Background: an optimization exercise with open tools, aiming at small area, a short achievable clock period and few clock cycles. Do not read the settings as production practice. No functional check of the RTL was part of any run shown here.

==> flow/design.v, too long to show whole: its modules and the start of the top module <==
// module ast_tensor_stream_sv: 1705 lines
module ast_tensor_stream_sv #(
   parameter int DATAWIDTH = 14,
   parameter int SIZE      = 4,
   parameter int ACCWIDTH  = 2*DATAWIDTH+$clog2(SIZE)
) (
   input  logic                   clk,
   input  logic                   reset_n,
   input  logic                   cfg_valid,
   input  logic [$clog2(SIZE):0]  cfg_q,
   input  logic [$clog2(SIZE):0]  cfg_r,
   input  logic [$clog2(SIZE):0]  cfg_k,
   input  logic                   in_valid,
   output logic                   in_ready,
   input  logic                   in_set,
   input  logic [DATAWIDTH-1:0]   in_data,
   input  logic                   start,
   input  logic                   keep_b,
   input  logic                   relu,
   output logic                   out_valid,
   input  logic                   out_ready,
   output logic [DATAWIDTH-1:0]   out_data,
   output logic                   out_last,
   output logic                   busy,
   output logic                   done,
   output logic                   err
);
  // ...
==> flow/run.sh <==
#!/bin/bash
# synth_recipe.tcl (not shown) runs the flow's synth.tcl, then flattens the netlist and writes it again
# the make line also repeats each setting of config.mk as NAME=value (left out here)
make -C /OpenROAD-flow-scripts/flow DESIGN_CONFIG=/design/flow/config.mk WORK_HOME=/design/flow/orfs CLKGATE_MAP_FILE= SYNTH_SCRIPT=/design/flow/synth_recipe.tcl finish
==> flow/config.mk <==
export PLATFORM = sky130hd
export DESIGN_NAME = ast_tensor_stream_sv
export DESIGN_NICKNAME = ast_tensor_stream_sv
export VERILOG_FILES = /design/flow/design.v
export SDC_FILE = /design/flow/constraint.sdc
export NUM_CORES = 4
export LEC_CHECK = 0
export ABC_CLOCK_PERIOD_IN_PS = 5000
export CAP_MARGIN = 20
export CORE_MARGIN = 2
export CORE_UTILIZATION = 50
export SETUP_SLACK_MARGIN = 5
export SLEW_MARGIN = 20
==> flow/constraint.sdc <==
create_clock -name core_clock -period 10.0 [get_ports {clk}]
set_input_delay 2.0000 -clock core_clock [delete_from_list [all_inputs] [get_ports {clk}]]
set_output_delay 2.0000 -clock core_clock [all_outputs]
set_load 0.01 [all_outputs]
==> results.py, run 1 <==
metrics = {
    "synthesis": {
        "synth-xor-area-share": 0.0878,
        "synth-edff-count": 481,
        "synthAdderAreaFrac": 0.198,
        "yosysTopAreaCellShare": 0.289,
        "synth_area_leader_cell": "edfxtp_1",
        "yosys_most_used_dff": "edfxtp_1",
        "ys_types": 74,
        "yosys_warnings": 14,
    },
    "run_status": {
        "outcome": "timing/DRC/antenna clean",
    },
    "drt": {
        "routedWlPerCell_um": 25.4,
        "drt_wl_total_um": 144000,
    },
    "worst_setup_path": {
        "r2r_slack_ps": 5190,
        "crit_path_end_kind": "flop",
        "worstPathRequired_ps": 10510,
        "cp_top_family": "adder cells",
        "slowest_stage": "fa_1",
        "critPathMaxStageDelay_ps": 540,
        "startpoint_type": "flop",
        "crit_fanout": 13,
    },
    "clocking": {
        "cts_root_buf": "clkbuf_16",
        "cts.htree.levels": 3,
    },
    "sta": {
        "drv_slew": 0,
        "setup_ws_ps": 5190,
        "period_share": 0.481,
        "setup_viol": 0,
        "layout_min_cycle_time_ps": 4810,
    },
    "worst_hold_path": {
        "hold_path_class": "reg -> reg",
        "hold_path_end": "out_all$_SDFFE_PP0P_",
    },
    "final_layout": {
        "multiInputGateArea_um2": 26600,
        "final-seq-area_um2": 20600,
        "antennaDiodeCount": 1,
        "nFillCells": 8342,
        "buf_share": 0.0227,
    },
}
==> inputs of run 2 (changes only) <==
--- a/flow/design.v
+++ b/flow/design.v
@@ -27,20 +27,16 @@
    localparam int unsigned CW = $clog2(SIZE) + 1;
    localparam int unsigned NW = 2 * CW;
    logic [CW-1:0] q_r, r_r, k_r;
    logic [NW-1:0] a_cnt, b_cnt, a_need, b_need;
    logic          keep_r;
    logic          a_room, b_room;      
    logic          dims_ok, start_ok, accept, go, fin;
    logic [1:0]    ai, ar;              
-   assign a_need   = NW'(q_r) * NW'(r_r);
-   assign b_need   = NW'(r_r) * NW'(k_r);
-   assign dims_ok  = (q_r != '0) && (r_r != '0) && (k_r != '0) &&
-                     (q_r <= CW'(SIZE)) && (r_r <= CW'(SIZE)) && (k_r <= CW'(SIZE));
    assign start_ok = !cfg_valid && dims_ok && (a_cnt == a_need) && (b_cnt == b_need);
    assign in_ready = in_set ? b_room : a_room;
    assign accept   = in_valid && in_ready && !cfg_valid;
    assign go       = !busy && start && start_ok;
    assign fin      = out_valid && out_ready && out_last;
    logic [CW-1:0] q_n, r_n, k_n;
    logic [NW-1:0] a_cnt_n, b_cnt_n;
    logic          busy_n;
@@ -86,28 +82,37 @@
          b_room_n = b_room;
       end
    end
    always_ff @(posedge clk or negedge reset_n) begin
       if (!reset_n) begin
          q_r    <= '0;
          r_r    <= '0;
          k_r    <= '0;
+         a_need <= '0;
+         b_need <= '0;
+         dims_ok <= 1'b0;
          a_cnt  <= '0;
          b_cnt  <= '0;
          keep_r <= 1'b0;
          busy   <= 1'b0;
          done   <= 1'b0;
          err    <= 1'b0;
          a_room <= 1'b0;
          b_room <= 1'b0;
       end else begin
          q_r    <= q_n;
          r_r    <= r_n;
          k_r    <= k_n;
+         if (!busy && cfg_valid) begin
+            a_need  <= NW'(cfg_q) * NW'(cfg_r);
+            b_need  <= NW'(cfg_r) * NW'(cfg_k);
+            dims_ok <= (cfg_q != '0) && (cfg_r != '0) && (cfg_k != '0) &&
+                       (cfg_q <= CW'(SIZE)) && (cfg_r <= CW'(SIZE)) && (cfg_k <= CW'(SIZE));
+         end
          a_cnt  <= a_cnt_n;
          b_cnt  <= b_cnt_n;
          busy   <= busy_n;
          done   <= busy && fin;
          err    <= !busy && start && !start_ok;
          if (go) keep_r <= keep_b;
          a_room <= a_room_n;
          b_room <= b_room_n;
@@ -296,17 +301,17 @@
             x1 = op_b[r][2*k];
             x0 = (k == 0) ? 1'b0 : op_b[r][2*k-1];
             bn[r][k] <= x2 && !(x1 && x0);
             b1[r][k] <= x1 ^ x0;
             b2[r][k] <= (x2 && !x1 && !x0) || (!x2 && x1 && x0);
          end
       end
    end
-   logic [29:0] cs [4];
+   logic [29:0] cs [3];
    logic tp1, tp2, tp3, tp4, tp5, tp6, tp7, tp8, tp9, tp10, tp11, tp12;
    logic tp13, tp14, tp15, tp16, tp17, tp18, tp19, tp20, tp21, tp22, tp23, tp24;
    logic tp25, tp26, tp27, tp28, tp29, tp30, tp31, tp32, tp33, tp34, tp35, tp36;
    logic tp37, tp38, tp39, tp40, tp41, tp42, tp43, tp44, tp45, tp46, tp47, tp48;
    logic tp49, tp50, tp51, tp52, tp53, tp54, tp55, tp56, tp57, tp58, tp59, tp60;
    logic tp61, tp62, tp63, tp64, tp65, tp66, tp67, tp68, tp69, tp70, tp71, tp72;
    logic tp73, tp74, tp75, tp76, tp77, tp78, tp79, tp80, tp81, tp82, tp83, tp84;
    logic tp85, tp86, tp87, tp88, tp89, tp90, tp91, tp92, tp93, tp94, tp95, tp96;
@@ -393,17 +398,21 @@
    logic ts1057, tc1058, ts1059, tc1060, ts1061, tc1062, ts1063, tc1064, ts1065, tc1066, ts1067, tc1068;
    logic ts1069, tc1070, ts1071, tc1072, ts1073, tc1074, ts1075, tc1076, ts1077, tc1078, ts1079, tc1080;
    logic ts1081, tc1082, ts1083, tc1084, ts1085, tc1086, ts1087, tc1088, ts1089, tc1090, ts1091, tc1092;
    logic ts1093, tc1094, ts1095, tc1096, ts1097, tc1098, ts1099, tc1100, ts1101, tc1102, ts1103, tc1104;
    logic ts1105, tc1106, ts1107, tc1108, ts1109, tc1110, ts1111, tc1112, ts1113, tc1114, ts1115, tc1116;
    logic ts1117, tc1118, ts1119, tc1120, ts1121, tc1122, ts1123, tc1124, ts1125, tc1126, ts1127, tc1128;
    logic ts1129, tc1130, ts1131, tc1132, ts1133, tc1134, ts1135, tc1136, ts1137, tc1138, ts1139, tc1140;
    logic ts1141, tc1142, ts1143, tc1144, ts1145, tc1146, ts1147, tc1148, ts1149, tc1150, ts1151, tc1152;
-   logic ts1153, tc1154, ts1155, tc1156;
+   logic ts1153, tc1154, ts1155, tc1156, ts1157, tc1158, ts1159, tc1160, ts1161, tc1162, ts1163, tc1164;
+   logic ts1165, tc1166, ts1167, tc1168, ts1169, tc1170, ts1171, tc1172, ts1173, tc1174, ts1175, tc1176;
+   logic ts1177, tc1178, ts1179, tc1180, ts1181, tc1182, ts1183, tc1184, ts1185, tc1186, ts1187, tc1188;
+   logic ts1189, tc1190, ts1191, tc1192, ts1193, tc1194, ts1195, tc1196, ts1197, tc1198, ts1199, tc1200;
+   logic ts1201, tc1202, ts1203, tc1204, ts1205, tc1206, ts1207, tc1208, ts1209, tc1210, ts1211, tc1212;
    assign tp1 = (b1[0][0] & ta[0][0]) ^ bn[0][0];
    assign tp2 = ((b1[0][0] & ta[0][1]) | (b2[0][0] & ta[0][0])) ^ bn[0][0];
    assign tp3 = ((b1[0][0] & ta[0][2]) | (b2[0][0] & ta[0][1])) ^ bn[0][0];
    assign tp4 = ((b1[0][0] & ta[0][3]) | (b2[0][0] & ta[0][2])) ^ bn[0][0];
    assign tp5 = ((b1[0][0] & ta[0][4]) | (b2[0][0] & ta[0][3])) ^ bn[0][0];
    assign tp6 = ((b1[0][0] & ta[0][5]) | (b2[0][0] & ta[0][4])) ^ bn[0][0];
    assign tp7 = ((b1[0][0] & ta[0][6]) | (b2[0][0] & ta[0][5])) ^ bn[0][0];
    assign tp8 = ((b1[0][0] & ta[0][7]) | (b2[0][0] & ta[0][6])) ^ bn[0][0];
@@ -1550,145 +1559,438 @@
    assign ts1149 = ts1049 ^ ts1051 ^ tc910;
    assign tc1150 = (ts1049 & ts1051) | (ts1049 & tc910) | (ts1051 & tc910);
    assign ts1151 = tc1044 ^ tc1046 ^ tc1048;
    assign tc1152 = (tc1044 & tc1046) | (tc1044 & tc1048) | (tc1046 & tc1048);
    assign ts1153 = tp105 ^ tp210 ^ tp315;
    assign tc1154 = (tp105 & tp210) | (tp105 & tp315) | (tp210 & tp315);
    assign ts1155 = tp420 ^ tc1050 ^ tc1052;
    assign tc1156 = (tp420 & tc1050) | (tp420 & tc1052) | (tc1050 & tc1052);
-   assign cs[0][0] = ts1053;
-   assign cs[1][0] = bn[2][0];
-   assign cs[2][0] = tp316;
-   assign cs[3][0] = bn[3][0];
-   assign cs[0][1] = ts1055;
-   assign cs[1][1] = tp317;
-   assign cs[2][1] = tc912;
-   assign cs[3][1] = tc1054;
-   assign cs[0][2] = ts1057;
-   assign cs[1][2] = ts1059;
-   assign cs[2][2] = bn[3][1];
-   assign cs[3][2] = tc1056;
-   assign cs[0][3] = ts1061;
-   assign cs[1][3] = ts1063;
-   assign cs[2][3] = tc1058;
-   assign cs[3][3] = tc1060;
-   assign cs[0][4] = ts1065;
-   assign cs[1][4] = ts1067;
-   assign cs[2][4] = tc1062;
-   assign cs[3][4] = tc1064;
-   assign cs[0][5] = ts1069;
-   assign cs[1][5] = ts1071;
-   assign cs[2][5] = tc1066;
-   assign cs[3][5] = tc1068;
-   assign cs[0][6] = ts1073;
-   assign cs[1][6] = ts1075;
-   assign cs[2][6] = tc1070;
-   assign cs[3][6] = tc1072;
-   assign cs[0][7] = ts1077;
-   assign cs[1][7] = ts1079;
-   assign cs[2][7] = tc1074;
-   assign cs[3][7] = tc1076;
-   assign cs[0][8] = ts1081;
-   assign cs[1][8] = ts1083;
-   assign cs[2][8] = tc1078;
-   assign cs[3][8] = tc1080;
-   assign cs[0][9] = ts1085;
-   assign cs[1][9] = ts1087;
-   assign cs[2][9] = tc1082;
-   assign cs[3][9] = tc1084;
-   assign cs[0][10] = ts1089;
-   assign cs[1][10] = ts1091;
-   assign cs[2][10] = tc1086;
-   assign cs[3][10] = tc1088;
-   assign cs[0][11] = ts1093;
-   assign cs[1][11] = ts1095;
-   assign cs[2][11] = tc1090;
-   assign cs[3][11] = tc1092;
-   assign cs[0][12] = ts1097;
-   assign cs[1][12] = ts1099;
-   assign cs[2][12] = tc1094;
-   assign cs[3][12] = tc1096;
-   assign cs[0][13] = ts1101;
-   assign cs[1][13] = ts1103;
-   assign cs[2][13] = tc1098;
-   assign cs[3][13] = tc1100;
-   assign cs[0][14] = ts1105;
-   assign cs[1][14] = ts1107;
-   assign cs[2][14] = tc1102;
-   assign cs[3][14] = tc1104;
-   assign cs[0][15] = ts1109;
-   assign cs[1][15] = ts1111;
-   assign cs[2][15] = tc1106;
-   assign cs[3][15] = tc1108;
-   assign cs[0][16] = ts1113;
-   assign cs[1][16] = ts1115;
-   assign cs[2][16] = tc1110;
-   assign cs[3][16] = tc1112;
-   assign cs[0][17] = ts1117;
-   assign cs[1][17] = ts1119;
-   assign cs[2][17] = tc1114;
-   assign cs[3][17] = tc1116;
-   assign cs[0][18] = ts1121;
-   assign cs[1][18] = ts1123;
-   assign cs[2][18] = tc1118;
-   assign cs[3][18] = tc1120;
-   assign cs[0][19] = ts1125;
-   assign cs[1][19] = ts1127;
-   assign cs[2][19] = tc1122;
-   assign cs[3][19] = tc1124;
-   assign cs[0][20] = ts1129;
-   assign cs[1][20] = ts1131;
-   assign cs[2][20] = tc1126;
-   assign cs[3][20] = tc1128;
-   assign cs[0][21] = ts1133;
-   assign cs[1][21] = ts1135;
-   assign cs[2][21] = tc1130;
-   assign cs[3][21] = tc1132;
-   assign cs[0][22] = ts1137;
-   assign cs[1][22] = ts1139;
-   assign cs[2][22] = tc1134;
-   assign cs[3][22] = tc1136;
-   assign cs[0][23] = ts1141;
-   assign cs[1][23] = ts1143;
-   assign cs[2][23] = tc1138;
-   assign cs[3][23] = tc1140;
-   assign cs[0][24] = ts1145;
-   assign cs[1][24] = ts1147;
-   assign cs[2][24] = tc1142;
-   assign cs[3][24] = tc1144;
-   assign cs[0][25] = ts1149;
-   assign cs[1][25] = ts1151;
-   assign cs[2][25] = tc1146;
-   assign cs[3][25] = tc1148;
-   assign cs[0][26] = ts1153;
-   assign cs[1][26] = ts1155;
-   assign cs[2][26] = tc1150;
-   assign cs[3][26] = tc1152;
-   assign cs[0][27] = 1'b1;
-   assign cs[1][27] = tc1154;
-   assign cs[2][27] = tc1156;
-   assign cs[3][27] = 1'b0;
-   assign cs[0][28] = 1'b0;
+   assign ts1157 = ts1053 ^ bn[2][0];
+   assign tc1158 = ts1053 & bn[2][0];
+   assign ts1159 = ts1055 ^ tp317 ^ tc912;
+   assign tc1160 = (ts1055 & tp317) | (ts1055 & tc912) | (tp317 & tc912);
+   assign ts1161 = ts1057 ^ ts1059 ^ bn[3][1];
+   assign tc1162 = (ts1057 & ts1059) | (ts1057 & bn[3][1]) | (ts1059 & bn[3][1]);
+   assign ts1163 = ts1061 ^ ts1063 ^ tc1058;
+   assign tc1164 = (ts1061 & ts1063) | (ts1061 & tc1058) | (ts1063 & tc1058);
+   assign ts1165 = ts1065 ^ ts1067 ^ tc1062;
+   assign tc1166 = (ts1065 & ts1067) | (ts1065 & tc1062) | (ts1067 & tc1062);
+   assign ts1167 = ts1069 ^ ts1071 ^ tc1066;
+   assign tc1168 = (ts1069 & ts1071) | (ts1069 & tc1066) | (ts1071 & tc1066);
+   assign ts1169 = ts1073 ^ ts1075 ^ tc1070;
+   assign tc1170 = (ts1073 & ts1075) | (ts1073 & tc1070) | (ts1075 & tc1070);
+   assign ts1171 = ts1077 ^ ts1079 ^ tc1074;
+   assign tc1172 = (ts1077 & ts1079) | (ts1077 & tc1074) | (ts1079 & tc1074);
+   assign ts1173 = ts1081 ^ ts1083 ^ tc1078;
+   assign tc1174 = (ts1081 & ts1083) | (ts1081 & tc1078) | (ts1083 & tc1078);
+   assign ts1175 = ts1085 ^ ts1087 ^ tc1082;
+   assign tc1176 = (ts1085 & ts1087) | (ts1085 & tc1082) | (ts1087 & tc1082);
+   assign ts1177 = ts1089 ^ ts1091 ^ tc1086;
+   assign tc1178 = (ts1089 & ts1091) | (ts1089 & tc1086) | (ts1091 & tc1086);
+   assign ts1179 = ts1093 ^ ts1095 ^ tc1090;
+   assign tc1180 = (ts1093 & ts1095) | (ts1093 & tc1090) | (ts1095 & tc1090);
+   assign ts1181 = ts1097 ^ ts1099 ^ tc1094;
+   assign tc1182 = (ts1097 & ts1099) | (ts1097 & tc1094) | (ts1099 & tc1094);
+   assign ts1183 = ts1101 ^ ts1103 ^ tc1098;
+   assign tc1184 = (ts1101 & ts1103) | (ts1101 & tc1098) | (ts1103 & tc1098);
+   assign ts1185 = ts1105 ^ ts1107 ^ tc1102;
+   assign tc1186 = (ts1105 & ts1107) | (ts1105 & tc1102) | (ts1107 & tc1102);
+   assign ts1187 = ts1109 ^ ts1111 ^ tc1106;
+   assign tc1188 = (ts1109 & ts1111) | (ts1109 & tc1106) | (ts1111 & tc1106);
+   assign ts1189 = ts1113 ^ ts1115 ^ tc1110;
+   assign tc1190 = (ts1113 & ts1115) | (ts1113 & tc1110) | (ts1115 & tc1110);
+   assign ts1191 = ts1117 ^ ts1119 ^ tc1114;
+   assign tc1192 = (ts1117 & ts1119) | (ts1117 & tc1114) | (ts1119 & tc1114);
+   assign ts1193 = ts1121 ^ ts1123 ^ tc1118;
+   assign tc1194 = (ts1121 & ts1123) | (ts1121 & tc1118) | (ts1123 & tc1118);
+   assign ts1195 = ts1125 ^ ts1127 ^ tc1122;
+   assign tc1196 = (ts1125 & ts1127) | (ts1125 & tc1122) | (ts1127 & tc1122);
+   assign ts1197 = ts1129 ^ ts1131 ^ tc1126;
+   assign tc1198 = (ts1129 & ts1131) | (ts1129 & tc1126) | (ts1131 & tc1126);
+   assign ts1199 = ts1133 ^ ts1135 ^ tc1130;
+   assign tc1200 = (ts1133 & ts1135) | (ts1133 & tc1130) | (ts1135 & tc1130);
+   assign ts1201 = ts1137 ^ ts1139 ^ tc1134;
+   assign tc1202 = (ts1137 & ts1139) | (ts1137 & tc1134) | (ts1139 & tc1134);
+   assign ts1203 = ts1141 ^ ts1143 ^ tc1138;
+   assign tc1204 = (ts1141 & ts1143) | (ts1141 & tc1138) | (ts1143 & tc1138);
+   assign ts1205 = ts1145 ^ ts1147 ^ tc1142;
+   assign tc1206 = (ts1145 & ts1147) | (ts1145 & tc1142) | (ts1147 & tc1142);
+   assign ts1207 = ts1149 ^ ts1151 ^ tc1146;
+   assign tc1208 = (ts1149 & ts1151) | (ts1149 & tc1146) | (ts1151 & tc1146);
+   assign ts1209 = ts1153 ^ ts1155 ^ tc1150;
+   assign tc1210 = (ts1153 & ts1155) | (ts1153 & tc1150) | (ts1155 & tc1150);
+   assign ts1211 = 1'b1 ^ tc1154;
+   assign tc1212 = 1'b1 & tc1154;
+   assign cs[0][0] = ts1157;
+   assign cs[1][0] = tp316;
+   assign cs[2][0] = bn[3][0];
+   assign cs[0][1] = ts1159;
+   assign cs[1][1] = tc1054;
+   assign cs[2][1] = tc1158;
+   assign cs[0][2] = ts1161;
+   assign cs[1][2] = tc1056;
+   assign cs[2][2] = tc1160;
+   assign cs[0][3] = ts1163;
+   assign cs[1][3] = tc1060;
+   assign cs[2][3] = tc1162;
+   assign cs[0][4] = ts1165;
+   assign cs[1][4] = tc1064;
+   assign cs[2][4] = tc1164;
+   assign cs[0][5] = ts1167;
+   assign cs[1][5] = tc1068;
+   assign cs[2][5] = tc1166;
+   assign cs[0][6] = ts1169;
+   assign cs[1][6] = tc1072;
+   assign cs[2][6] = tc1168;
+   assign cs[0][7] = ts1171;
+   assign cs[1][7] = tc1076;
+   assign cs[2][7] = tc1170;
+   assign cs[0][8] = ts1173;
+   assign cs[1][8] = tc1080;
+   assign cs[2][8] = tc1172;
+   assign cs[0][9] = ts1175;
+   assign cs[1][9] = tc1084;
+   assign cs[2][9] = tc1174;
+   assign cs[0][10] = ts1177;
+   assign cs[1][10] = tc1088;
+   assign cs[2][10] = tc1176;
+   assign cs[0][11] = ts1179;
+   assign cs[1][11] = tc1092;
+   assign cs[2][11] = tc1178;
+   assign cs[0][12] = ts1181;
+   assign cs[1][12] = tc1096;
+   assign cs[2][12] = tc1180;
+   assign cs[0][13] = ts1183;
+   assign cs[1][13] = tc1100;
+   assign cs[2][13] = tc1182;
+   assign cs[0][14] = ts1185;
+   assign cs[1][14] = tc1104;
+   assign cs[2][14] = tc1184;
+   assign cs[0][15] = ts1187;
+   assign cs[1][15] = tc1108;
+   assign cs[2][15] = tc1186;
+   assign cs[0][16] = ts1189;
+   assign cs[1][16] = tc1112;
+   assign cs[2][16] = tc1188;
+   assign cs[0][17] = ts1191;
+   assign cs[1][17] = tc1116;
+   assign cs[2][17] = tc1190;
+   assign cs[0][18] = ts1193;
+   assign cs[1][18] = tc1120;
+   assign cs[2][18] = tc1192;
+   assign cs[0][19] = ts1195;
+   assign cs[1][19] = tc1124;
+   assign cs[2][19] = tc1194;
+   assign cs[0][20] = ts1197;
+   assign cs[1][20] = tc1128;
+   assign cs[2][20] = tc1196;
+   assign cs[0][21] = ts1199;
+   assign cs[1][21] = tc1132;
+   assign cs[2][21] = tc1198;
+   assign cs[0][22] = ts1201;
+   assign cs[1][22] = tc1136;
+   assign cs[2][22] = tc1200;
+   assign cs[0][23] = ts1203;
+   assign cs[1][23] = tc1140;
+   assign cs[2][23] = tc1202;
+   assign cs[0][24] = ts1205;
+   assign cs[1][24] = tc1144;
+   assign cs[2][24] = tc1204;
+   assign cs[0][25] = ts1207;
+   assign cs[1][25] = tc1148;
+   assign cs[2][25] = tc1206;
+   assign cs[0][26] = ts1209;
+   assign cs[1][26] = tc1152;
+   assign cs[2][26] = tc1208;
+   assign cs[0][27] = ts1211;
+   assign cs[1][27] = tc1156;
+   assign cs[2][27] = tc1210;
+   assign cs[0][28] = tc1212;
    assign cs[1][28] = 1'b0;
    assign cs[2][28] = 1'b0;
-   assign cs[3][28] = 1'b0;
    assign cs[0][29] = 1'b1;
    assign cs[1][29] = 1'b0;
    assign cs[2][29] = 1'b0;
-   assign cs[3][29] = 1'b0;
-   logic [29:0] ps [4];
+   logic [29:0] ps [3];
    always_ff @(posedge clk) begin
-      for (int r = 0; r < 4; r++) ps[r] <= cs[r];
-   end
-   logic signed [29:0] psum;
-   always_comb begin
-      psum = ps[0];
-      for (int r = 1; r < 4; r++) psum = psum + ps[r];
+      for (int r = 0; r < 3; r++) ps[r] <= cs[r];
    end
+   logic [29:0] psum;
+   logic us1, uc2, us3, uc4, us5, uc6, us7, uc8, us9, uc10, us11, uc12;
+   logic us13, uc14, us15, uc16, us17, uc18, us19, uc20, us21, uc22, us23, uc24;
+   logic us25, uc26, us27, uc28, us29, uc30, us31, uc32, us33, uc34, us35, uc36;
+   logic us37, uc38, us39, uc40, us41, uc42, us43, uc44, us45, uc46, us47, uc48;
+   logic us49, uc50, us51, uc52, us53, uc54, us55, uc56, us57, uc58, us59, uc60;
+   logic ug61, up62, ug63, up64, ug65, up66, ug67, up68, ug69, up70, ug71, up72;
+   logic ug73, up74, ug75, up76, ug77, up78, ug79, up80, ug81, up82, ug83, up84;
+   logic ug85, up86, ug87, up88, ug89, up90, ug91, up92, ug93, up94, ug95, up96;
+   logic ug97, up98, ug99, up100, ug101, up102, ug103, up104, ug105, up106, ug107, up108;
+   logic ug109, up110, ug111, up112, ug113, up114, ug115, up116, ug117, up118, ug119, up120;
+   logic uG121, uP122, uG123, uP124, uG125, uP126, uG127, uP128, uG129, uP130, uG131, uP132;
+   logic uG133, uP134, uG135, uP136, uG137, uP138, uG139, uP140, uG141, uP142, uG143, uP144;
+   logic uG145, uP146, uG147, uP148, uG149, uP150, uG151, uP152, uG153, uP154, uG155, uP156;
+   logic uG157, uP158, uG159, uP160, uG161, uP162, uG163, uP164, uG165, uP166, uG167, uP168;
+   logic uG169, uP170, uG171, uP172, uG173, uP174, uG175, uP176, uG177, uP178, uG179, uP180;
+   logic uG181, uP182, uG183, uP184, uG185, uP186, uG187, uP188, uG189, uP190, uG191, uP192;
+   logic uG193, uP194, uG195, uP196, uG197, uP198, uG199, uP200, uG201, uP202, uG203, uP204;
+   logic uG205, uP206, uG207, uP208, uG209, uP210, uG211, uP212, uG213, uP214, uG215, uP216;
+   logic uG217, uP218, uG219, uP220, uG221, uP222;
+   assign us1 = ps[0][0] ^ ps[1][0];
+   assign uc2 = ps[0][0] & ps[1][0];
+   assign us3 = ps[0][1] ^ ps[1][1] ^ ps[2][1];
+   assign uc4 = (ps[0][1] & ps[1][1]) | (ps[0][1] & ps[2][1]) | (ps[1][1] & ps[2][1]);
+   assign us5 = ps[0][2] ^ ps[1][2] ^ ps[2][2];
+   assign uc6 = (ps[0][2] & ps[1][2]) | (ps[0][2] & ps[2][2]) | (ps[1][2] & ps[2][2]);
+   assign us7 = ps[0][3] ^ ps[1][3] ^ ps[2][3];
+   assign uc8 = (ps[0][3] & ps[1][3]) | (ps[0][3] & ps[2][3]) | (ps[1][3] & ps[2][3]);
+   assign us9 = ps[0][4] ^ ps[1][4] ^ ps[2][4];
+   assign uc10 = (ps[0][4] & ps[1][4]) | (ps[0][4] & ps[2][4]) | (ps[1][4] & ps[2][4]);
+   assign us11 = ps[0][5] ^ ps[1][5] ^ ps[2][5];
+   assign uc12 = (ps[0][5] & ps[1][5]) | (ps[0][5] & ps[2][5]) | (ps[1][5] & ps[2][5]);
+   assign us13 = ps[0][6] ^ ps[1][6] ^ ps[2][6];
+   assign uc14 = (ps[0][6] & ps[1][6]) | (ps[0][6] & ps[2][6]) | (ps[1][6] & ps[2][6]);
+   assign us15 = ps[0][7] ^ ps[1][7] ^ ps[2][7];
+   assign uc16 = (ps[0][7] & ps[1][7]) | (ps[0][7] & ps[2][7]) | (ps[1][7] & ps[2][7]);
+   assign us17 = ps[0][8] ^ ps[1][8] ^ ps[2][8];
+   assign uc18 = (ps[0][8] & ps[1][8]) | (ps[0][8] & ps[2][8]) | (ps[1][8] & ps[2][8]);
+   assign us19 = ps[0][9] ^ ps[1][9] ^ ps[2][9];
+   assign uc20 = (ps[0][9] & ps[1][9]) | (ps[0][9] & ps[2][9]) | (ps[1][9] & ps[2][9]);
+   assign us21 = ps[0][10] ^ ps[1][10] ^ ps[2][10];
+   assign uc22 = (ps[0][10] & ps[1][10]) | (ps[0][10] & ps[2][10]) | (ps[1][10] & ps[2][10]);
+   assign us23 = ps[0][11] ^ ps[1][11] ^ ps[2][11];
+   assign uc24 = (ps[0][11] & ps[1][11]) | (ps[0][11] & ps[2][11]) | (ps[1][11] & ps[2][11]);
+   assign us25 = ps[0][12] ^ ps[1][12] ^ ps[2][12];
+   assign uc26 = (ps[0][12] & ps[1][12]) | (ps[0][12] & ps[2][12]) | (ps[1][12] & ps[2][12]);
+   assign us27 = ps[0][13] ^ ps[1][13] ^ ps[2][13];
+   assign uc28 = (ps[0][13] & ps[1][13]) | (ps[0][13] & ps[2][13]) | (ps[1][13] & ps[2][13]);
+   assign us29 = ps[0][14] ^ ps[1][14] ^ ps[2][14];
+   assign uc30 = (ps[0][14] & ps[1][14]) | (ps[0][14] & ps[2][14]) | (ps[1][14] & ps[2][14]);
+   assign us31 = ps[0][15] ^ ps[1][15] ^ ps[2][15];
+   assign uc32 = (ps[0][15] & ps[1][15]) | (ps[0][15] & ps[2][15]) | (ps[1][15] & ps[2][15]);
+   assign us33 = ps[0][16] ^ ps[1][16] ^ ps[2][16];
+   assign uc34 = (ps[0][16] & ps[1][16]) | (ps[0][16] & ps[2][16]) | (ps[1][16] & ps[2][16]);
+   assign us35 = ps[0][17] ^ ps[1][17] ^ ps[2][17];
+   assign uc36 = (ps[0][17] & ps[1][17]) | (ps[0][17] & ps[2][17]) | (ps[1][17] & ps[2][17]);
+   assign us37 = ps[0][18] ^ ps[1][18] ^ ps[2][18];
+   assign uc38 = (ps[0][18] & ps[1][18]) | (ps[0][18] & ps[2][18]) | (ps[1][18] & ps[2][18]);
+   assign us39 = ps[0][19] ^ ps[1][19] ^ ps[2][19];
+   assign uc40 = (ps[0][19] & ps[1][19]) | (ps[0][19] & ps[2][19]) | (ps[1][19] & ps[2][19]);
+   assign us41 = ps[0][20] ^ ps[1][20] ^ ps[2][20];
+   assign uc42 = (ps[0][20] & ps[1][20]) | (ps[0][20] & ps[2][20]) | (ps[1][20] & ps[2][20]);
+   assign us43 = ps[0][21] ^ ps[1][21] ^ ps[2][21];
+   assign uc44 = (ps[0][21] & ps[1][21]) | (ps[0][21] & ps[2][21]) | (ps[1][21] & ps[2][21]);
+   assign us45 = ps[0][22] ^ ps[1][22] ^ ps[2][22];
+   assign uc46 = (ps[0][22] & ps[1][22]) | (ps[0][22] & ps[2][22]) | (ps[1][22] & ps[2][22]);
+   assign us47 = ps[0][23] ^ ps[1][23] ^ ps[2][23];
+   assign uc48 = (ps[0][23] & ps[1][23]) | (ps[0][23] & ps[2][23]) | (ps[1][23] & ps[2][23]);
+   assign us49 = ps[0][24] ^ ps[1][24] ^ ps[2][24];
+   assign uc50 = (ps[0][24] & ps[1][24]) | (ps[0][24] & ps[2][24]) | (ps[1][24] & ps[2][24]);
+   assign us51 = ps[0][25] ^ ps[1][25] ^ ps[2][25];
+   assign uc52 = (ps[0][25] & ps[1][25]) | (ps[0][25] & ps[2][25]) | (ps[1][25] & ps[2][25]);
+   assign us53 = ps[0][26] ^ ps[1][26] ^ ps[2][26];
+   assign uc54 = (ps[0][26] & ps[1][26]) | (ps[0][26] & ps[2][26]) | (ps[1][26] & ps[2][26]);
+   assign us55 = ps[0][27] ^ ps[1][27] ^ ps[2][27];
+   assign uc56 = (ps[0][27] & ps[1][27]) | (ps[0][27] & ps[2][27]) | (ps[1][27] & ps[2][27]);
+   assign us57 = ps[0][28] ^ ps[1][28] ^ ps[2][28];
+   assign uc58 = (ps[0][28] & ps[1][28]) | (ps[0][28] & ps[2][28]) | (ps[1][28] & ps[2][28]);
+   assign us59 = ps[0][29] ^ ps[1][29] ^ ps[2][29];
+   assign uc60 = (ps[0][29] & ps[1][29]) | (ps[0][29] & ps[2][29]) | (ps[1][29] & ps[2][29]);
+   assign ug61 = us1 & ps[2][0];
+   assign up62 = us1 ^ ps[2][0];
+   assign ug63 = us3 & uc2;
+   assign up64 = us3 ^ uc2;
+   assign ug65 = us5 & uc4;
+   assign up66 = us5 ^ uc4;
+   assign ug67 = us7 & uc6;
+   assign up68 = us7 ^ uc6;
+   assign ug69 = us9 & uc8;
+   assign up70 = us9 ^ uc8;
+   assign ug71 = us11 & uc10;
+   assign up72 = us11 ^ uc10;
+   assign ug73 = us13 & uc12;
+   assign up74 = us13 ^ uc12;
+   assign ug75 = us15 & uc14;
+   assign up76 = us15 ^ uc14;
+   assign ug77 = us17 & uc16;
+   assign up78 = us17 ^ uc16;
+   assign ug79 = us19 & uc18;
+   assign up80 = us19 ^ uc18;
+   assign ug81 = us21 & uc20;
+   assign up82 = us21 ^ uc20;
+   assign ug83 = us23 & uc22;
+   assign up84 = us23 ^ uc22;
+   assign ug85 = us25 & uc24;
+   assign up86 = us25 ^ uc24;
+   assign ug87 = us27 & uc26;
+   assign up88 = us27 ^ uc26;
+   assign ug89 = us29 & uc28;
+   assign up90 = us29 ^ uc28;
+   assign ug91 = us31 & uc30;
+   assign up92 = us31 ^ uc30;
+   assign ug93 = us33 & uc32;
+   assign up94 = us33 ^ uc32;
+   assign ug95 = us35 & uc34;
+   assign up96 = us35 ^ uc34;
+   assign ug97 = us37 & uc36;
+   assign up98 = us37 ^ uc36;
+   assign ug99 = us39 & uc38;
+   assign up100 = us39 ^ uc38;
+   assign ug101 = us41 & uc40;
+   assign up102 = us41 ^ uc40;
+   assign ug103 = us43 & uc42;
+   assign up104 = us43 ^ uc42;
+   assign ug105 = us45 & uc44;
+   assign up106 = us45 ^ uc44;
+   assign ug107 = us47 & uc46;
+   assign up108 = us47 ^ uc46;
+   assign ug109 = us49 & uc48;
+   assign up110 = us49 ^ uc48;
+   assign ug111 = us51 & uc50;
+   assign up112 = us51 ^ uc50;
+   assign ug113 = us53 & uc52;
+   assign up114 = us53 ^ uc52;
+   assign ug115 = us55 & uc54;
+   assign up116 = us55 ^ uc54;
+   assign ug117 = us57 & uc56;
+   assign up118 = us57 ^ uc56;
+   assign ug119 = us59 & uc58;
+   assign up120 = us59 ^ uc58;
+   assign uG121 = ug63 | (up64 & ug61);
+   assign uP122 = up64 & up62;
+   assign uG123 = ug67 | (up68 & ug65);
+   assign uP124 = up68 & up66;
+   assign uG125 = ug71 | (up72 & ug69);
+   assign uP126 = up72 & up70;
+   assign uG127 = ug75 | (up76 & ug73);
+   assign uP128 = up76 & up74;
+   assign uG129 = ug79 | (up80 & ug77);
+   assign uP130 = up80 & up78;
+   assign uG131 = ug83 | (up84 & ug81);
+   assign uP132 = up84 & up82;
+   assign uG133 = ug87 | (up88 & ug85);
+   assign uP134 = up88 & up86;
+   assign uG135 = ug91 | (up92 & ug89);
+   assign uP136 = up92 & up90;
+   assign uG137 = ug95 | (up96 & ug93);
+   assign uP138 = up96 & up94;
+   assign uG139 = ug99 | (up100 & ug97);
+   assign uP140 = up100 & up98;
+   assign uG141 = ug103 | (up104 & ug101);
+   assign uP142 = up104 & up102;
+   assign uG143 = ug107 | (up108 & ug105);
+   assign uP144 = up108 & up106;
+   assign uG145 = ug111 | (up112 & ug109);
+   assign uP146 = up112 & up110;
+   assign uG147 = ug115 | (up116 & ug113);
+   assign uP148 = up116 & up114;
+   assign uG149 = ug119 | (up120 & ug117);
+   assign uP150 = up120 & up118;
+   assign uG151 = uG123 | (uP124 & uG121);
+   assign uP152 = uP124 & uP122;
+   assign uG153 = uG127 | (uP128 & uG125);
+   assign uP154 = uP128 & uP126;
+   assign uG155 = uG131 | (uP132 & uG129);
+   assign uP156 = uP132 & uP130;
+   assign uG157 = uG135 | (uP136 & uG133);
+   assign uP158 = uP136 & uP134;
+   assign uG159 = uG139 | (uP140 & uG137);
+   assign uP160 = uP140 & uP138;
+   assign uG161 = uG143 | (uP144 & uG141);
+   assign uP162 = uP144 & uP142;
+   assign uG163 = uG147 | (uP148 & uG145);
+   assign uP164 = uP148 & uP146;
+   assign uG165 = uG153 | (uP154 & uG151);
+   assign uP166 = uP154 & uP152;
+   assign uG167 = uG157 | (uP158 & uG155);
+   assign uP168 = uP158 & uP156;
+   assign uG169 = uG161 | (uP162 & uG159);
+   assign uP170 = uP162 & uP160;
+   assign uG171 = uG167 | (uP168 & uG165);
+   assign uP172 = uP168 & uP166;
+   assign uG173 = uG169 | (uP170 & uG171);
+   assign uP174 = uP170 & uP172;
+   assign uG175 = uG155 | (uP156 & uG165);
+   assign uP176 = uP156 & uP166;
+   assign uG177 = uG159 | (uP160 & uG171);
+   assign uP178 = uP160 & uP172;
+   assign uG179 = uG163 | (uP164 & uG173);
+   assign uP180 = uP164 & uP174;
+   assign uG181 = uG125 | (uP126 & uG151);
+   assign uP182 = uP126 & uP152;
+   assign uG183 = uG129 | (uP130 & uG165);
+   assign uP184 = uP130 & uP166;
+   assign uG185 = uG133 | (uP134 & uG175);
+   assign uP186 = uP134 & uP176;
+   assign uG187 = uG137 | (uP138 & uG171);
+   assign uP188 = uP138 & uP172;
+   assign uG189 = uG141 | (uP142 & uG177);
+   assign uP190 = uP142 & uP178;
+   assign uG191 = uG145 | (uP146 & uG173);
+   assign uP192 = uP146 & uP174;
+   assign uG193 = uG149 | (uP150 & uG179);
+   assign uP194 = uP150 & uP180;
+   assign uG195 = ug65 | (up66 & uG121);
+   assign uP196 = up66 & uP122;
+   assign uG197 = ug69 | (up70 & uG151);
+   assign uP198 = up70 & uP152;
+   assign uG199 = ug73 | (up74 & uG181);
+   assign uP200 = up74 & uP182;
+   assign uG201 = ug77 | (up78 & uG165);
+   assign uP202 = up78 & uP166;
+   assign uG203 = ug81 | (up82 & uG183);
+   assign uP204 = up82 & uP184;
+   assign uG205 = ug85 | (up86 & uG175);
+   assign uP206 = up86 & uP176;
+   assign uG207 = ug89 | (up90 & uG185);
+   assign uP208 = up90 & uP186;
+   assign uG209 = ug93 | (up94 & uG171);
+   assign uP210 = up94 & uP172;
+   assign uG211 = ug97 | (up98 & uG187);
+   assign uP212 = up98 & uP188;
+   assign uG213 = ug101 | (up102 & uG177);
+   assign uP214 = up102 & uP178;
+   assign uG215 = ug105 | (up106 & uG189);
+   assign uP216 = up106 & uP190;
+   assign uG217 = ug109 | (up110 & uG173);
+   assign uP218 = up110 & uP174;
+   assign uG219 = ug113 | (up114 & uG191);
+   assign uP220 = up114 & uP192;
+   assign uG221 = ug117 | (up118 & uG179);
+   assign uP222 = up118 & uP180;
+   assign psum[0] = up62;
+   assign psum[1] = up64 ^ ug61;
+   assign psum[2] = up66 ^ uG121;
+   assign psum[3] = up68 ^ uG195;
+   assign psum[4] = up70 ^ uG151;
+   assign psum[5] = up72 ^ uG197;
+   assign psum[6] = up74 ^ uG181;
+   assign psum[7] = up76 ^ uG199;
+   assign psum[8] = up78 ^ uG165;
+   assign psum[9] = up80 ^ uG201;
+   assign psum[10] = up82 ^ uG183;
+   assign psum[11] = up84 ^ uG203;
+   assign psum[12] = up86 ^ uG175;
+   assign psum[13] = up88 ^ uG205;
+   assign psum[14] = up90 ^ uG185;
+   assign psum[15] = up92 ^ uG207;
+   assign psum[16] = up94 ^ uG171;
+   assign psum[17] = up96 ^ uG209;
+   assign psum[18] = up98 ^ uG187;
+   assign psum[19] = up100 ^ uG211;
+   assign psum[20] = up102 ^ uG177;
+   assign psum[21] = up104 ^ uG213;
+   assign psum[22] = up106 ^ uG189;
+   assign psum[23] = up108 ^ uG215;
+   assign psum[24] = up110 ^ uG173;
+   assign psum[25] = up112 ^ uG217;
+   assign psum[26] = up114 ^ uG191;
+   assign psum[27] = up116 ^ uG219;
+   assign psum[28] = up118 ^ uG179;
+   assign psum[29] = up120 ^ uG221;
    logic [DATAWIDTH-1:0] res;
    always_comb begin
       if (psum[29:13] != {17{psum[29]}})
          res = psum[29] ? 14'h2000 : 14'h1fff;
       else
          res = psum[13:0];
       if (relu && res[DATAWIDTH-1]) res = '0;
    end
==> flow/flow/run.sh (new file) <==
#!/bin/bash
# Standard layout, with timing repair aiming further below the clock period.
set -e
export SETUP_SLACK_MARGIN=5.7
bash standard.sh > standard.log 2>&1
==> flow/standard.sh (new file) <==
#!/bin/bash
# synth_recipe.tcl (not shown) runs the flow's synth.tcl, then flattens the netlist and writes it again
# the make line also repeats each setting of config.mk as NAME=value (left out here)
make -C /OpenROAD-flow-scripts/flow DESIGN_CONFIG=/design/flow/config.mk WORK_HOME=/design/flow/orfs CLKGATE_MAP_FILE= SYNTH_SCRIPT=/design/flow/synth_recipe.tcl "${@:-finish}"
--- a/flow/config.mk
+++ b/flow/config.mk
@@ -4,10 +4,9 @@
 export VERILOG_FILES = /design/flow/design.v
 export SDC_FILE = /design/flow/constraint.sdc
 export NUM_CORES = 4
 export LEC_CHECK = 0
 export ABC_CLOCK_PERIOD_IN_PS = 5000
 export CAP_MARGIN = 20
 export CORE_MARGIN = 2
 export CORE_UTILIZATION = 50
-export SETUP_SLACK_MARGIN = 5
 export SLEW_MARGIN = 20
removed: flow/run.sh
==> run 2 against run 1 <==
First-iteration DRC count shrank 1.7%. Synthesized area shrank 0.95%. Register-to-register slack is essentially flat. Hold slack lost 42 ps.
==> results.py, run 2 <==
metrics = {
    "global_route": {
        "grt_overflow_total": 0,
        "first_global_vias": 34162,
        "grt_pass1_wl_um": 216000,
        "antenna_found_initial": 3,
        "track_usage": 0.284,
        "grt_max_degree": 50,
    },
    "die": {
        "chipWidth_um": 319,
        "initial_core_util": 0.504,
        "rows": 115,
        "pin_count": 52,
        "core_um2": 98300,
        "die_height_um": 319,
        "die-area_um2": 102000,
    },
    "synthesis": {
        "yosys_warnings": 14,
        "synth_area_leader_cell": "edfxtp_1",
        "synth_area_leaders": "edfxtp_1 29%, fa_1 16%, dfxtp_1 9.7%",
        "synth_cells": 4271,
        "yosys_most_used_dff": "edfxtp_1",
        "ys_types": 75,
        "yosysTopAreaCellShare": 0.292,
        "ys_seq_area_frac": 0.412,
        "synth_area_per_cell_um2": 11.6,
        "synth-seq-cells": 766,
        "synth-edff-count": 481,
        "syn_area_um2": 49500,
        "synth.most_common_cell": "inv_1",
        "synthArstFlopShare": 0.0601,
        "synth_fp_nets": 4863,
        "synth_common_cells": "486 x inv_1, 481 x edfxtp_1, 402 x fa_1",
    },
    "final_layout": {
        "final_common_cell": "edfxtp_1",
        "antennaDiodeCount": 0,
        "nFillCells": 8227,
        "num-nets-final": 4875,
        "mostFrequentLayoutCells": "481 x edfxtp_1, 465 x inv_1, 377 x fa_1",
        "syn_to_final_growth_pct": 12.9,
        "layout-drive-gt1-share": 0.159,
    },
    "placed_design": {
        "place_ws_ps": 4310,
        "place.gp.congestion": 0.931,
        "hpwl_um": 108000,
        "io_buffer_count": 51,
    },
    "drt": {
        "dr.pass1.iters": 6,
        "via_per_inst": 5.95,
        "routedWlPerCell_um": 25.6,
        "drt_wl_total_um": 145000,
        "drt_drc_violations_left": 0,
        "vias": 33541,
        "postRouteAntennaNets": 0,
        "drt-initial-drc-count": 3164,
    },
    "clocking": {
        "clkTransAtPathRegs_ps": 70,
        "numCtsBuffers": 87,
        "tritoncts": "yes",
        "cts_root_buf": "clkbuf_16",
        "clkLatencyLatePin_ps": 670,
        "cts_buffer_depth": 3,
        "cts.htree.levels": 3,
        "cts.sinks": 766,
    },
    "worst_hold_path": {
        "hold_path_class": "reg -> reg",
    },
    "worst_setup_path": {
        "crit_type": "reg -> reg",
        "arrival_ps": 5230,
        "crit_path_end_kind": "flop",
        "startpoint_type": "flop",
        "crit_fanout": 7,
        "worstPathRequired_ps": 10410,
    },
    "sta": {
        "rsz0062_at_grt": "true",
        "slew_headroom": 0.303,
        "tns_ps": 0,
        "setup_ws_ps": 5180,
        "skew_ps": 26.3,
        "setup_viol": 0,
        "fmax_ghz": 0.207,
        "hold_viol_final": 0,
        "layout_min_cycle_time_ps": 4820,
        "drv_slew": 0,
        "tightest_slew_ps": 1040,
        "period_share": 0.482,
    },
    "job": {
        "drv_cap": 0,
    },
    "run_status": {
        "outcome": "timing/DRC/antenna clean",
    },
}
==> run 2: path summary, 6_finish.rpt <==
| path | start | cells past startpoint | slack [ps] | to |
|---|---|---|---|---|
| max in group asynchronous | reset_n | 2 | 8080 | a_cnt[3]$_DFFE_PN0P_ |
| max | ps[0][17]$_DFF_P_ | 20 | 5180 | out_data[1]$_SDFFCE_PP0N_ |
| min in group asynchronous | reset_n | 2 | 1450 | b_cnt[3]$_DFFE_PN0P_ |
| min reg2reg | s0_v$_DFF_PN0_ | 1 | 450 | s1_v$_DFF_PN0_ |
| min | s0_v$_DFF_PN0_ | 1 | 450 | s1_v$_DFF_PN0_ |
| max reg2reg | ps[0][17]$_DFF_P_ | 20 | 5180 | out_data[1]$_SDFFCE_PP0N_ |
==> run 2: layer usage <==
metal / GRT usage / vias to the layer above / routed length (µm)
met5: 0 / - / 0
met4: 0.0996 / 0 / 5160
met3: 0.0550 / 326 / 11600
met2: 0.465 / 1463 / 68700
met1: 0.378 / 16878 / 59100
li1: - / 14874 / -
==> run 2: cells by family after synthesis <==
group / count (synthesis) / synth area share
and+or+nand+nor: 642 / 0.0628
xor gates and xnor gates: 485 / 0.0858
DFF: 766 / 0.412
adders and majority gates: 560 / 0.203
muxes: 148 / 0.0552
AOI/OAI and AO/OA: 896 / 0.123
buffers and inverters: 774 / 0.0590
==> run 2: worst max-delay path, stage by stage (launching register included) <==
cell	delay, ps
dfxtp_2	320
fa_1	510
ha_4	310
o211ai_1	90
nor2_2	180
nand2_2	130
a211oi_4	280
a211oi_4	50
buf_6	140
o2bb2ai_4	130
o21ai_2	150
a31oi_2	120
o21a_1	200
fa_2	530
nand4b_1	100
or3_1	310
or4b_4	500
a21oi_4	160
buf_12	140
buf_8	120
a21oi_1	60
==> run 2: area by class of cell <==
type	count	area, µm²	area share
sequential	766	20600	0.370
tap	1287	1610	0.0288
clock inverter	44	584	0.0105
clock buffer	116	2440	0.0436
inverter	487	1830	0.0327
multi-input combinational	2732	26900	0.481
timing repair buffer	209	1880	0.0337
==> run 2: per-stage QoR <==
stage	instance area [µm²]	hold slack, ps	std cells	utilization
floorplan	49900	329	4271	-
global placement	51400	432	5402	0.523
detailed placement	51400	433	5402	0.523
CTS	55400	450	5618	0.563
global route	55900	456	5641	0.569
finish	55900	450	5641	0.569
==> run 2: repair_timing <==
| item | 4_1_cts | 5_1_grt |
|---|---|---|
| resized for setup | 223 | 99 |
| setup buffers | 55 | 20 |
| cloned | 1 | 1 |
| setup endpoints to repair | 63 | 136 |
| hold buffers | 0 | 0 |
| pin swaps | 57 | 84 |
==> inputs of run 3 (changes only) <==
--- a/flow/config.mk
+++ b/flow/config.mk
@@ -11,2 +11,4 @@
 export CORE_UTILIZATION = 50
+export CTS_CLUSTER_DIAMETER = 80
+export CTS_CLUSTER_SIZE = 24
 export SLEW_MARGIN = 20
==> run 3 against run 2 <==
Routed wire length is 1.3% lower. Die area unchanged. Clock-buffer cell count decreased by 53. Via count is 0.55% lower. Non-clock buffer count up 1. Sequential cell count did not move. Largest cell class unchanged. Cell area decreased by 2.4%. Synthesized cell count unchanged. Synthesized area unchanged. Setup slack improved by 11 ps. Critical path type unchanged.
==> results.py, run 3 <==
metrics = {
    "final_layout": {
        "num-nets-final": 4834,
        "final_common_cell": "edfxtp_1",
        "layout-drive-gt1-share": 0.151,
        "final_area_um2": 54500,
        "multiInputGateArea_um2": 27000,
        "nFillCells": 8374,
        "final-seq-area_um2": 20700,
        "mostFrequentLayoutCells": "481 x edfxtp_1, 468 x inv_1, 373 x fa_1",
        "syn_to_final_growth_pct": 10.2,
    },
    "synthesis": {
        "yosys_most_used_dff": "edfxtp_1",
        "synthArstFlopShare": 0.0601,
        "synth_fp_nets": 4863,
        "yosys_warnings": 14,
        "synth_common_cells": "486 x inv_1, 481 x edfxtp_1, 402 x fa_1",
        "synth_area_leader_cell": "edfxtp_1",
        "synth-edff-count": 481,
        "ys_seq_area_frac": 0.412,
        "synth-seq-cells": 766,
        "synth_area_per_cell_um2": 11.6,
        "ys_types": 75,
        "syn_area_um2": 49500,
        "yosysTopAreaCellShare": 0.292,
        "synth.most_common_cell": "inv_1",
        "synth_cells": 4271,
        "synth_area_leaders": "edfxtp_1 29%, fa_1 16%, dfxtp_1 9.7%",
    },
    "sta": {
        "layout_min_cycle_time_ps": 4810,
        "rsz0062_at_grt": "true",
        "period_share": 0.481,
        "hold_viol_final": 0,
        "slew_headroom": 0.298,
        "tightest_slew_ps": 1050,
        "tns_ps": 0,
        "drv_slew": 0,
        "skew_ps": 33.4,
        "setup_ws_ps": 5190,
        "fmax_ghz": 0.208,
        "setup_viol": 0,
    },
    "placed_design": {
        "hpwl_um": 108000,
        "place_ws_ps": 4310,
        "place_area_um2": 51400,
        "place.gp.congestion": 0.931,
        "io_buffer_count": 51,
    },
    "worst_setup_path": {
        "startpoint_type": "flop",
        "worstPathRequired_ps": 10410,
        "arrival_ps": 5220,
        "crit_path_end_kind": "flop",
        "crit_type": "reg -> reg",
        "crit_fanout": 7,
    },
    "drt": {
        "vias": 33355,
        "routedWlPerCell_um": 25.6,
        "postRouteAntennaNets": 0,
        "drt_wl_total_um": 143000,
        "via_per_inst": 5.99,
        "drt_drc_violations_left": 0,
        "drt-initial-drc-count": 3201,
        "dr.pass1.iters": 6,
    },
    "die": {
        "rows": 115,
        "die-area_um2": 102000,
        "core_um2": 98300,
        "chipWidth_um": 319,
        "pin_count": 52,
        "die_height_um": 319,
        "initial_core_util": 0.504,
    },
    "worst_hold_path": {
        "hold_path_class": "reg -> reg",
    },
    "clocking": {
        "cts_buffer_depth": 3,
        "tritoncts": "yes",
        "cts.sinks": 766,
        "numCtsBuffers": 45,
        "cts.htree.levels": 2,
        "cts_root_buf": "clkbuf_16",
        "clkLatencyLatePin_ps": 670,
        "clkTransAtPathRegs_ps": 90,
    },
    "global_route": {
        "first_global_vias": 33631,
        "antenna_found_initial": 2,
        "track_usage": 0.280,
        "grt_pass1_wl_um": 214000,
        "grt_max_degree": 50,
        "grt_overflow_total": 0,
    },
    "run_status": {
        "outcome": "timing/DRC/antenna clean",
    },
    "job": {
        "drv_cap": 0,
    },
}
run 3: cell counts after synthesis:
No cell type changed its count.
run 3: through the flow:
step	cells	hold WS, ps	util
after CTS	5541	455	0.548
after floorplan	4271	329	-
after detailed placement	5402	433	0.523
final	5568	453	0.555
after global placement	5402	432	0.523
after global routing	5566	463	0.555
run 3: worst paths after layout:
path	to	cells past startpoint	slack, ps	startpoint
max in group asynchronous	b_cnt[2]$_DFFE_PN0P_	2	8080	reset_n
worst min register to register	s1_v$_DFF_PN0_	1	450	s0_v$_DFF_PN0_
worst max register to register	out_data[5]$_SDFFCE_PP0N_	18	5190	ps[0][4]$_DFF_P_
worst min-delay path	s1_v$_DFF_PN0_	1	450	s0_v$_DFF_PN0_
min in group asynchronous	b_cnt[1]$_DFFE_PN0P_	2	1440	reset_n
worst max-delay path	out_data[5]$_SDFFCE_PP0N_	18	5190	ps[0][4]$_DFF_P_
run 3: final cells by class:
class                           count  share of cell area
Clock inverter                     21             0.00599
Tap cell                         1287              0.0295
Inverter                          487              0.0336
Timing Repair Buffer              210              0.0344
Multi-Input combinational cell   2732               0.495
Antenna cell                        2           0.0000918
Sequential cell                   766               0.379
Clock buffer                       63              0.0223
run 3: critical path, cell delays in order, from the launching register on:
cell and delay [ps]:
dfxtp_2 330, fa_1 530, ha_4 320, a21oi_1 100
o22ai_4 190, nor2_4 80, a211oi_4 260, a211oi_4 80
o2bb2ai_2 140, o21ai_2 160, a31oi_2 120, o21a_1 200
fa_2 530, nand4b_1 100, or3_1 310, or4b_4 500
a21oi_4 320, buf_6 200, a21oi_1 70
run 3: logic make-up after synthesis:
group,count (synthesis),synth area share
AO/OA/AOI/OAI,896,0.123
buffers and inverters,774,0.0590
flip-flops,766,0.412
AND/OR/NAND/NOR,642,0.0628
adder cells (fa/ha/maj),560,0.203
XOR/XNOR,485,0.0858
multiplexers,148,0.0552
run 3: per-layer routing:
metal  vias up  wire, µm  GRT usage  part of all wire
li1      14751         -          -                 -
met1     16916     59100      0.381              0.41
met2      1395     68300      0.462              0.48
met3       291     10400     0.0441             0.073
met4         2      5030     0.0905             0.035
met5         -         9          0          0.000063
run 3: repair_timing:
item | CTS | global route
endpoints found under the setup margin | 46 | 161
buffers inserted | 54 | 22
pin swaps | 49 | 68
gates resized for setup | 225 | 130
hold buffers | 0 | 0
cloned | 1 | 1

[re-timing with driven ports]
The results above use ideal ports. As a check the final layouts listed here were re-extracted and re-timed, cells and wires unchanged. Step 1 (the two cells are an assumption about what drives the block):
set clk [get_ports {clk}]
set_driving_cell -lib_cell sky130_fd_sc_hd__clkbuf_16 $clk
set_driving_cell -lib_cell sky130_fd_sc_hd__buf_2 [delete_from_list [all_inputs] $clk]
Step 2, shift: input delay + t, output delay - t, t = (earliest + latest rising clock arrival at the registers) / 2. This alone moves slack from input paths to output paths. Three values: ideal, step 1, step 2; two values: the first two.
run	t (ns)	setup slack, ns	worst register clock-pin slew, ns	cell pins on the clock port's net
run 1	0.744	5.190 / 5.190 / 4.561	0.07 / 0.07	1
run 2	0.730	5.179 / 5.179 / 5.106	0.07 / 0.07	1
run 3	0.726	5.190 / 5.190 / 5.185	0.11 / 0.11	1
After both steps setup and hold are still met in every run listed. For run 1, which loses most, drivers alone change the setup slack by 0.000 ns; drivers and shift together by -0.629 ns.
